What follows belongs to an exercise in optimizing a design on an open flow for small area; a production flow would make more cautious choices. Function was checked by simulation only, so behaviour that the tests miss may differ from the original. No driver is modelled on the clock port, so clock power and skew are understated where the tree is cut down; a real chip needs a root buffer or a tree. Power is estimated from default activity; no workload was simulated.

==> build 5 <==
Design tone_to_dac, start of the top module:
module tone_to_dac #(
  parameter int unsigned CLK_HZ = audio_pkg::CLK_HZ,
  parameter int unsigned SIL    = audio_pkg::SIL
) (
  input  logic        clk,
  input  logic        rst,
  input  logic [31:0] toneL,
  input  logic [31:0] toneR,
  input  logic [2:0]  volume,
  input  logic        mute,
  output logic        audio_mclk,
  output logic        audio_lrck,
  output logic        audio_sck,
  output logic        audio_sdin
);
  logic [8:2] cnt_q;                
  logic [1:0] gray_q;               
  logic       nz_l_q, nz_r_q;       
  logic       pos_l_q, pos_r_q;     
  logic [2:0] vol_q;
  logic       sq_l, sil_l, sq_r, sil_r;
  logic       load_w, live_w;
  square_gen #(.CLK_HZ(CLK_HZ), .SIL(SIL)) u_sq_l (
    .clk      (clk),
    .rst      (rst),
    .tone_i   (toneL),
    .sq_o     (sq_l),
    .silent_o (sil_l)
  );
  square_gen #(.CLK_HZ(CLK_HZ), .SIL(SIL)) u_sq_r (
    .clk      (clk),
    .rst      (rst),
    .tone_i   (toneR),
    .sq_o     (sq_r),
    .silent_o (sil_r)
  );
  logic [9:2] cnt_cy_w;
  logic [8:2] cnt_d;
  assign cnt_cy_w[2] = gray_q[1] & ~gray_q[0];
  for (genvar i = 2; i < 9; i++) begin : g_cnt
    assign cnt_d[i]      = cnt_q[i] ^ cnt_cy_w[i];
    assign cnt_cy_w[i+1] = cnt_q[i] & cnt_cy_w[i];
  end
  assign load_w = cnt_cy_w[9];
  assign live_w = !mute && (volume != 3'd0);
  ...
==> module tone_to_dac, before the edit <==
module tone_to_dac #(
  parameter int unsigned CLK_HZ = audio_pkg::CLK_HZ,
  parameter int unsigned SIL    = audio_pkg::SIL
) (
  input  logic        clk,
  input  logic        rst,
  input  logic [31:0] toneL,
  input  logic [31:0] toneR,
  input  logic [2:0]  volume,
  input  logic        mute,
  output logic        audio_mclk,
  output logic        audio_lrck,
  output logic        audio_sck,
  output logic        audio_sdin
);
  logic [8:2] cnt_q;                
  logic [1:0] gray_q;               
  logic       nz_l_q, nz_r_q;       
  logic       pos_l_q, pos_r_q;     
  logic [2:0] vol_q;
  logic       sq_l, sil_l, sq_r, sil_r;
  logic       load_w, live_w;
  square_gen #(.CLK_HZ(CLK_HZ), .SIL(SIL)) u_sq_l (
    .clk      (clk),
    .rst      (rst),
    .tone_i   (toneL),
    .sq_o     (sq_l),
    .silent_o (sil_l)
  );
  square_gen #(.CLK_HZ(CLK_HZ), .SIL(SIL)) u_sq_r (
    .clk      (clk),
    .rst      (rst),
    .tone_i   (toneR),
    .sq_o     (sq_r),
    .silent_o (sil_r)
  );
  logic [9:2] cnt_cy_w;
  logic [8:2] cnt_d;
  assign cnt_cy_w[2] = gray_q[1] & ~gray_q[0];
  for (genvar i = 2; i < 9; i++) begin : g_cnt
    assign cnt_d[i]      = cnt_q[i] ^ cnt_cy_w[i];
    assign cnt_cy_w[i+1] = cnt_q[i] & cnt_cy_w[i];
  end
  assign load_w = cnt_cy_w[9];
  assign live_w = !mute && (volume != 3'd0);
  always_ff @(posedge clk or negedge rst) begin
    if (!rst) begin
      cnt_q  <= 7'd0;
      gray_q <= 2'd0;
      nz_l_q <= 1'b0;
      nz_r_q <= 1'b0;
    end else begin
      cnt_q  <= cnt_d;
      gray_q <= {gray_q[0], ~gray_q[1]};
      if (load_w) begin
        nz_l_q <= live_w && !sil_l;
        nz_r_q <= live_w && !sil_r;
      end
    end
  end
  always_ff @(posedge clk) begin
    if (load_w) begin
      pos_l_q <= sq_l;
      pos_r_q <= sq_r;
      vol_q   <= volume;
    end
  end
  logic [15:0] amp_w, samp_w;
  logic        nz_w, pos_w;
  always_comb begin
    amp_w = 16'h0000;
    case (vol_q)
      3'd1:    amp_w[10] = 1'b1;
      3'd2:    amp_w[11] = 1'b1;
      3'd3:    amp_w[12] = 1'b1;
      3'd4:    amp_w[13] = 1'b1;
      default: amp_w[14] = 1'b1;    
    endcase
  end
  assign nz_w  = cnt_q[8] ? nz_r_q : nz_l_q;
  assign pos_w = cnt_q[8] ? pos_r_q : pos_l_q;
  for (genvar i = 0; i < 16; i++) begin : g_samp
    assign samp_w[i] = pos_w ? amp_w[i] : (|amp_w[i:0]);
  end
  assign audio_mclk = gray_q[1];
  assign audio_sck  = cnt_q[3];
  assign audio_lrck = cnt_q[8];
  assign audio_sdin = nz_w && samp_w[~cnt_q[7:4]];
endmodule
clock: 90.0 ns
lec_check: 0
cap_margin: 20
core_margin: 2
core_utilization: 40
cts_buf_list: sky130_fd_sc_hd__clkbuf_2
slew_margin: 20
standard.sh (not shown) runs the stock make flow with config.mk's settings and CLKGATE_MAP_FILE= SYNTH_SCRIPT=/design/flow/synth_recipe.tcl, a recipe that flattens the netlist after the stock synthesis.
==> flow/flow/run.sh <==
#!/bin/bash
# Standard layout with: the smallest buffer on the ports; no ABC pre-mapping
# before full-adder extraction; half adders left to ABC (only full adders are
# extracted), which maps the gated counters smaller; an area-oriented ABC
# script for the final mapping; inverters folded into NOR2/NAND2 gates and
# every combinational cell downsized before the placement repair_design; and
# the clock tree rebuilt after CTS as one level of four buf_12 (balanced, each
# driving a quarter of the flip-flops).
export BUFFER_PORTS_ARGS="-buffer_cell sky130_fd_sc_hd__buf_1"
export CTS_ARGS="-sink_clustering_enable -repair_clock_nets -dont_use_dummy_load -buf_list sky130_fd_sc_hd__clkbuf_8"
export SYNTH_ARGS="-noabc"
export FLOW_ABC_SCRIPT="$(pwd)/flow/abc_area.script"
export PRE_RESIZE_TCL="$(pwd)/flow/pre_resize.tcl"
export POST_CTS_TCL="$(pwd)/flow/clocktree.tcl"
export CT_GROUPS=4
export CT_BUF=sky130_fd_sc_hd__buf_12
# The platform's DONT_USE_CELLS, plus the half-adder cells.
DU="sky130_fd_sc_hd__lpflow_bleeder_1 sky130_fd_sc_hd__lpflow_clkbufkapwr_1 sky130_fd_sc_hd__lpflow_clkbufkapwr_16 sky130_fd_sc_hd__lpflow_clkbufkapwr_2 sky130_fd_sc_hd__lpflow_clkbufkapwr_4 sky130_fd_sc_hd__lpflow_clkbufkapwr_8 sky130_fd_sc_hd__lpflow_clkinvkapwr_1 sky130_fd_sc_hd__lpflow_clkinvkapwr_16 sky130_fd_sc_hd__lpflow_clkinvkapwr_2 sky130_fd_sc_hd__lpflow_clkinvkapwr_4 sky130_fd_sc_hd__lpflow_clkinvkapwr_8 sky130_fd_sc_hd__lpflow_decapkapwr_12 sky130_fd_sc_hd__lpflow_decapkapwr_3 sky130_fd_sc_hd__lpflow_decapkapwr_4 sky130_fd_sc_hd__lpflow_decapkapwr_6 sky130_fd_sc_hd__lpflow_decapkapwr_8 sky130_fd_sc_hd__lpflow_inputiso0n_1 sky130_fd_sc_hd__lpflow_inputiso0p_1 sky130_fd_sc_hd__lpflow_inputiso1n_1 sky130_fd_sc_hd__lpflow_inputiso1p_1 sky130_fd_sc_hd__lpflow_inputisolatch_1 sky130_fd_sc_hd__lpflow_isobufsrc_1 sky130_fd_sc_hd__lpflow_isobufsrc_16 sky130_fd_sc_hd__lpflow_isobufsrc_2 sky130_fd_sc_hd__lpflow_isobufsrc_4 sky130_fd_sc_hd__lpflow_isobufsrc_8 sky130_fd_sc_hd__lpflow_isobufsrckapwr_16 sky130_fd_sc_hd__lpflow_lsbuf_lh_hl_isowell_tap_1 sky130_fd_sc_hd__lpflow_lsbuf_lh_hl_isowell_tap_2 sky130_fd_sc_hd__lpflow_lsbuf_lh_hl_isowell_tap_4 sky130_fd_sc_hd__lpflow_lsbuf_lh_isowell_4 sky130_fd_sc_hd__lpflow_lsbuf_lh_isowell_tap_1 sky130_fd_sc_hd__lpflow_lsbuf_lh_isowell_tap_2 sky130_fd_sc_hd__lpflow_lsbuf_lh_isowell_tap_4 sky130_fd_sc_hd__probe_p_8 sky130_fd_sc_hd__probec_p_8 sky130_fd_sc_hd__ha_1 sky130_fd_sc_hd__ha_2 sky130_fd_sc_hd__ha_4"
bash standard.sh SYNTH_SCRIPT="$(pwd)/flow/synth.tcl" "DONT_USE_CELLS=$DU" finish > standard.log 2>&1
==> flow/flow/abc_area.script <==
strash
&get -n
&st
&jf -K 5
&st
&dch -x
&nf -a -R 2000
&put
topo
==> flow/flow/downsize.tcl <==
# Before the placement-stage repair_design: give every combinational cell its
# smallest drive strength (same function and pins); repair_design then fixes
# any slew or capacitance limit this breaks. Timing has tens of ns of slack.
set ::dont_use_list $::env(DONT_USE_CELLS)
proc ds_dont_use {name} {
  foreach pat $::dont_use_list { if {[string match $pat $name]} { return 1 } }
  return 0
}
set ::ds_best [dict create]
foreach lc [get_lib_cells *] {
  set n [get_name $lc]
  if {![regexp {^(sky130_fd_sc_hd__[a-z0-9]+)_([0-9]+)$} $n -> base sz]} { continue }
  if {[ds_dont_use $n]} { continue }
  set a [get_property $lc area]
  if {![dict exists $::ds_best $base] || $a < [lindex [dict get $::ds_best $base] 1]} {
    dict set ::ds_best $base [list $n $a]
  }
}
set ds_count 0
set ds_saved 0.0
foreach inst [get_cells *] {
  set ref [get_property $inst ref_name]
  if {![regexp {^(sky130_fd_sc_hd__[a-z0-9]+)_([0-9]+)$} $ref -> base sz]} { continue }
  # keep registers, clock cells, taps, ties and fillers as they are
  if {[regexp {^sky130_fd_sc_hd__(s?e?df|dl|clk|tap|conb|fill|decap|diode)} $ref]} { continue }
  if {![dict exists $::ds_best $base]} { continue }
  lassign [dict get $::ds_best $base] best barea
  if {$best eq $ref} { continue }
  set old [get_property [get_lib_cells $ref] area]
  if {$barea >= $old} { continue }
  replace_cell $inst [get_lib_cells $best]
  incr ds_count
  set ds_saved [expr {$ds_saved + $old - $barea}]
}
puts "downsize: replaced $ds_count cells, saved $ds_saved um2"
Other scripts of this flow, unchanged in this note and not shown: flow/flow/clocktree.tcl, flow/flow/peephole.tcl, flow/flow/pre_resize.tcl, flow/flow/synth.tcl
==> trial 25 (differences from build 5) <==
--- a/flow/design.v
+++ b/flow/design.v
@@ -72,4 +72,3 @@
 );
-  logic [8:2] cnt_q;                
-  logic [1:0] gray_q;               
+  logic [8:0] cnt_q;
   logic       nz_l_q, nz_r_q;       
@@ -93,6 +92,6 @@
   );
-  logic [9:2] cnt_cy_w;
-  logic [8:2] cnt_d;
-  assign cnt_cy_w[2] = gray_q[1] & ~gray_q[0];
-  for (genvar i = 2; i < 9; i++) begin : g_cnt
+  logic [9:0] cnt_cy_w;
+  logic [8:0] cnt_d;
+  assign cnt_cy_w[0] = 1'b1;
+  for (genvar i = 0; i < 9; i++) begin : g_cnt
     assign cnt_d[i]      = cnt_q[i] ^ cnt_cy_w[i];
@@ -104,4 +103,3 @@
     if (!rst) begin
-      cnt_q  <= 7'd0;
-      gray_q <= 2'd0;
+      cnt_q  <= 9'd0;
       nz_l_q <= 1'b0;
@@ -109,4 +107,3 @@
     end else begin
-      cnt_q  <= cnt_d;
-      gray_q <= {gray_q[0], ~gray_q[1]};
+      cnt_q <= cnt_d;
       if (load_w) begin
@@ -141,3 +138,3 @@
   end
-  assign audio_mclk = gray_q[1];
+  assign audio_mclk = cnt_q[1];
   assign audio_sck  = cnt_q[3];
==> flow/flow/run.sh (replaced) <==
#!/bin/bash
# Standard layout with: the smallest buffer on the ports, no ABC pre-mapping
# before full-adder extraction, an area-oriented ABC script for the final
# mapping, inverters folded into NOR2/NAND2 gates and every combinational
# cell downsized before the placement
# repair_design, and the clock tree rebuilt after CTS as one level of four
# buf_12 (balanced, each driving a quarter of the flip-flops).
export BUFFER_PORTS_ARGS="-buffer_cell sky130_fd_sc_hd__buf_1"
export CTS_ARGS="-sink_clustering_enable -repair_clock_nets -dont_use_dummy_load -buf_list sky130_fd_sc_hd__clkbuf_8"
export SYNTH_ARGS="-noabc"
export FLOW_ABC_SCRIPT="$(pwd)/flow/abc_area.script"
export PRE_RESIZE_TCL="$(pwd)/flow/pre_resize.tcl"
export POST_CTS_TCL="$(pwd)/flow/clocktree.tcl"
export CT_GROUPS=4
export CT_BUF=sky130_fd_sc_hd__buf_12
bash standard.sh SYNTH_SCRIPT="$(pwd)/flow/synth.tcl" finish > standard.log 2>&1
==> flow/flow/abc_area.script (replaced) <==
strash
&get -n
&st
&dch -f
&nf -a -R 1000
&put
topo
==> build 85 (differences from build 5) <==
==> flow/flow/run.sh (replaced) <==
#!/bin/bash
# Standard layout with: the smallest buffer on the ports, no ABC pre-mapping
# before full-adder extraction, an area-oriented ABC script for the final
# mapping, inverters folded into NOR2/NAND2 gates and every combinational
# cell downsized before the placement
# repair_design, and the clock tree rebuilt after CTS as one level of four
# buf_12 (balanced, each driving a quarter of the flip-flops).
export BUFFER_PORTS_ARGS="-buffer_cell sky130_fd_sc_hd__buf_1"
export CTS_ARGS="-sink_clustering_enable -repair_clock_nets -dont_use_dummy_load -buf_list sky130_fd_sc_hd__clkbuf_8"
export SYNTH_ARGS="-noabc"
export FLOW_ABC_SCRIPT="$(pwd)/flow/abc_area.script"
export PRE_RESIZE_TCL="$(pwd)/flow/pre_resize.tcl"
export POST_CTS_TCL="$(pwd)/flow/clocktree.tcl"
export CT_GROUPS=4
export CT_BUF=sky130_fd_sc_hd__buf_12
bash standard.sh SYNTH_SCRIPT="$(pwd)/flow/synth.tcl" finish > standard.log 2>&1
==> flow/flow/abc_area.script (replaced) <==
strash
&get -n
&st
&if -K 6 -a
&st
&dch -x
&nf -a -R 2000
&put
topo
==> notes <==
Area after synthesis: trial 25 is higher than build 85 (1.9%).
Sequential power is about the same in build 85 and build 5.
In build 5 the critical path depth is lower than in trial 25, by 2.
Against build 85, the worst hold slack of build 5 is better by 0.0047 ns.
Register-to-register slack: trial 25 < build 85 < build 5.
Setup slack, highest first: build 5, trial 25, build 85.
Cell count: trial 25 > build 5 > build 85.
Between build 85 and build 5, the lower synthesized cell count is in build 85 (gap about 8%, measured against build 5).
Global-route usage, highest first: trial 25, build 5, build 85.
In every run of this note, the design's own scripts or RTL, not TritonCTS, make the clock network.

-- what the ideal ports hide --
No port has a modelled driver above. Below, the same layouts with a new extraction and two added sets of constraints.
Step 1 sets driving cells, clkbuf_16 on the clock port and buf_2 on the other inputs (assumed; they add their load-dependent delay and slew).
Step 2 adds t to the input delays and takes it off the output delays; t is the mean of the earliest and latest rising clock arrival at the registers after step 1. Input paths then give back, and output paths get back, about the clock's delay inside the block.
Slacks: no drivers / after step 1 / after step 2; pairs: no drivers / after step 1.
| run | t (ns) | slack for setup (ns) | clock arrival spread, ns | pins driven straight from the clock port |
|---|---|---|---|---|
| build 5 | 0.218 | 69.785 / 69.852 / 69.634 | 0.009 / 0.008 | 4 |
| trial 25 | 0.218 | 69.690 / 69.752 / 69.534 | 0.012 / 0.012 | 4 |
| build 85 | 0.218 | 69.328 / 69.393 / 69.175 | 0.012 / 0.012 | 4 |
After both steps every run listed still meets setup and hold. For trial 25, which loses most, drivers alone change the setup slack by +0.062 ns; drivers and shift together by -0.156 ns.
